Source: an optimization exercise on an open RTL-to-GDS flow (aim: small area). Production flows keep margins and buffers that such runs may drop. Only simulation tests tie the RTL to the original design; equivalence was not proved. Power figures rest on the tool's default switching activity, not on a simulated workload.

the reference run:
## next_pc_predictor
module next_pc_predictor
#(
    parameter int              XLEN        = 32,
    parameter logic [XLEN-1:0] RESET_PC    = '0,
    parameter int              BHT_ENTRIES = 64,
    parameter int              TAG_W       = 8
) (
    input  logic            clk,
    input  logic            rst,
    input  logic            stall,
    output logic [XLEN-1:0] pc,
    output logic            pred_taken,
    output logic [XLEN-1:0] pred_target,
    input  logic            ex_valid,
    input  logic [XLEN-1:0] ex_pc,
    input  logic            ex_branch,
    input  logic            ex_jump,
    input  logic            ex_jalr,
    input  logic [2:0]      ex_funct3,
    input  logic            zero,
    input  logic            less,
    input  logic            less_unsigned,
    input  logic [XLEN-1:0] ex_branch_target,
    input  logic [XLEN-1:0] ex_jalr_target,
    input  logic            ex_pred_taken,
    input  logic [XLEN-1:0] ex_pred_target,
    input  logic            is_ecall,
    input  logic            is_mret,
    input  logic [XLEN-1:0] mtvec,
    input  logic [XLEN-1:0] mepc,
    output logic            flush,
    output logic [31:0]     mispredict_cnt
);
clock: 10.0 ns
lec_check: 0
cap_margin: 10
core_margin: 2
core_utilization: 45
cts_buf_list: sky130_fd_sc_hd__clkbuf_16
cts_cluster_diameter: 100
cts_cluster_size: 25
setup_slack_margin: 0.1
slew_margin: 10
synth_hierarchical: 1
standard.sh (not shown) runs the stock make flow with config.mk's settings and CLKGATE_MAP_FILE= SYNTH_SCRIPT=/design/flow/synth_recipe.tcl, a recipe that flattens the netlist after the stock synthesis.
==> flow/flow/run.sh <==
#!/bin/bash
# Own layout flow: the standard layout (standard.sh, all ORFS steps),
# except that the buffers ORFS puts on the ports use the smallest buffer
# cell instead of the one buffer_ports picks by default.
# make's full output goes to standard.log; ORFS keeps each step's log
# under orfs/logs/.
set -euo pipefail
export BUFFER_PORTS_ARGS="-buffer_cell sky130_fd_sc_hd__buf_1"
bash standard.sh > standard.log 2>&1
Setup changes, the reference run to the trial run
# the reference run
export LEC_CHECK = 0
export CAP_MARGIN = 10
export CORE_MARGIN = 2
export CORE_UTILIZATION = 45
export CTS_BUF_LIST = sky130_fd_sc_hd__clkbuf_16
export CTS_CLUSTER_DIAMETER = 100
export CTS_CLUSTER_SIZE = 25
export SETUP_SLACK_MARGIN = 0.1
export SLEW_MARGIN = 10
export SYNTH_HIERARCHICAL = 1
create_clock -name core_clock -period 10.0 [get_ports {clk}]
# the trial run
export LEC_CHECK = 0
export CAP_MARGIN = 10
export CORE_MARGIN = 2
export CORE_UTILIZATION = 55
export CTS_BUF_LIST = sky130_fd_sc_hd__clkbuf_16
export CTS_CLUSTER_DIAMETER = 100
export CTS_CLUSTER_SIZE = 25
export SETUP_SLACK_MARGIN = 0.1
export SLEW_MARGIN = 10
export SYNTH_HIERARCHICAL = 1
create_clock -name core_clock -period 10.0 [get_ports {clk}]
The trial run ends up with lower post-synthesis to final-layout area growth than the reference run does. Summary of the trial run over the reference run: maximum fanout along the worst path now sits lower; maximum clock rate saw an increase; area of all placed cells without fillers fell by 620 µm²; worst hold slack saw little to no change; minimum clock period after layout shows a reduction of 0.092 ns. The trial run: cell depth of the worst setup path higher than the reference run. Relative to the reference run, sequential share of cell area has gone up in the trial run.

* * *

next_pc_predictor, a different RTL version from the one above (not shown whole).
Size in the first run: ~7900 cells after synthesis, roughly 2800 flip-flops, about 310 I/O pins, ~91000 µm² of cells after synthesis.
==> flow/config.mk <==
export PLATFORM = sky130hd
export DESIGN_NAME = next_pc_predictor
export DESIGN_NICKNAME = next_pc_predictor
export VERILOG_FILES = /design/flow/design.v
export SDC_FILE = /design/flow/constraint.sdc
export NUM_CORES = 8
export LEC_CHECK = 0
export CAP_MARGIN = 20
export CORE_MARGIN = 2
export CORE_UTILIZATION = 45
export CTS_BUF_LIST = sky130_fd_sc_hd__clkbuf_16
export CTS_CLUSTER_DIAMETER = 100
export CTS_CLUSTER_SIZE = 25
export SETUP_SLACK_MARGIN = 0.1
export SLEW_MARGIN = 20
export SYNTH_HIERARCHICAL = 1
==> flow/constraint.sdc <==
create_clock -name core_clock -period 10.0 [get_ports {clk}]
set_input_delay 2.0000 -clock core_clock [delete_from_list [all_inputs] [get_ports {clk}]]
set_output_delay 2.0000 -clock core_clock [all_outputs]
set_load 0.01 [all_outputs]
Scripts as last shown in full above: flow/flow/run.sh
Rerun with:
--- a/flow/config.mk
+++ b/flow/config.mk
@@ -8 +8 @@
-export CAP_MARGIN = 20
+export CAP_MARGIN = 10
@@ -15 +15 @@
-export SLEW_MARGIN = 20
+export SLEW_MARGIN = 10
After rerunning:
- power is lower slightly
- cell area shrinks slightly
- combinational power is about the same
- synthesized cell count does not change
- worst setup slack improved by 91 ps
- non-clock buffer count falls by 19
- global-route usage hardly moves

* * *

## before
Another version of the RTL of next_pc_predictor (not shown whole).
Size in the first run: about 2800 flip-flops, about 310 I/O pins, roughly 0.091 mm^2 of cells after synthesis.
## next_pc_predictor
module next_pc_predictor
#(
    parameter int              XLEN        = 32,
    parameter logic [XLEN-1:0] RESET_PC    = '0,
    parameter int              BHT_ENTRIES = 64,
    parameter int              TAG_W       = 8
) (
    input  logic            clk,
    input  logic            rst,
    input  logic            stall,
    output logic [XLEN-1:0] pc,
    output logic            pred_taken,
    output logic [XLEN-1:0] pred_target,
    input  logic            ex_valid,
    input  logic [XLEN-1:0] ex_pc,
    input  logic            ex_branch,
    input  logic            ex_jump,
    input  logic            ex_jalr,
    input  logic [2:0]      ex_funct3,
    input  logic            zero,
    input  logic            less,
    input  logic            less_unsigned,
    input  logic [XLEN-1:0] ex_branch_target,
    input  logic [XLEN-1:0] ex_jalr_target,
    input  logic            ex_pred_taken,
    input  logic [XLEN-1:0] ex_pred_target,
    input  logic            is_ecall,
    input  logic            is_mret,
    input  logic [XLEN-1:0] mtvec,
    input  logic [XLEN-1:0] mepc,
    output logic            flush,
    output logic [31:0]     mispredict_cnt
);
clock: 10.0 ns
lec_check: 0
cap_margin: 15
core_margin: 2
core_utilization: 55
cts_buf_list: sky130_fd_sc_hd__clkbuf_16
cts_cluster_diameter: 100
cts_cluster_size: 25
setup_slack_margin: 0.1
slew_margin: 20
synth_hierarchical: 1
Scripts as last shown in full above: flow/flow/run.sh
before: PASS, flow complete, no timing, DRC or antenna violations
Modified inputs, after compared to before
Settings: changing CAP_MARGIN from 15 to 10; changing SLEW_MARGIN from 20 to 15.
Findings:
- The total detailed-routing wirelength was comparable across before and after.
- Compared before against after; final cell count within noise.
- The flow did not stop early for after: all stages ran, and the layout cleared the timing, design-rule and antenna checks.
- Re cell depth of the worst setup path: no difference whatsoever between after and before.

## what the ideal ports hide
The flow's constraints put no driver on any port. The routed layouts listed below were extracted and timed again, unchanged, in two steps.
Step 1, drivers: a clkbuf_16 drives clk and a buf_2 each remaining input, both assumed.
Step 2 moves the port delays by t, midway between the first and last clock arrival at a register: inputs arrive t later, outputs are due t later. That takes back most of the time a late clock gives input paths.
Three values: ideal, step 1, step 2; two values: the first two.
| run | t, ns | slack for setup (ns) | worst setup path at the end |
|---|---|---|---|
| the reference run | 0.955 | 0.504 / 0.400 / 1.355 | register to output |
| the trial run | 0.904 | 0.597 / 0.502 / 1.358 | input to register |
| the first run of note 2 | 0.945 | 0.297 / 0.194 / 0.951 | input to register |
| the second run of note 2 | 0.951 | 0.388 / 0.284 / 0.954 | input to register |
| before | 0.912 | 0.268 / 0.176 / 0.735 | input to output |
| after | 0.911 | 0.279 / 0.187 / 0.757 | input to output |
After both steps setup and hold are still met in every run listed.
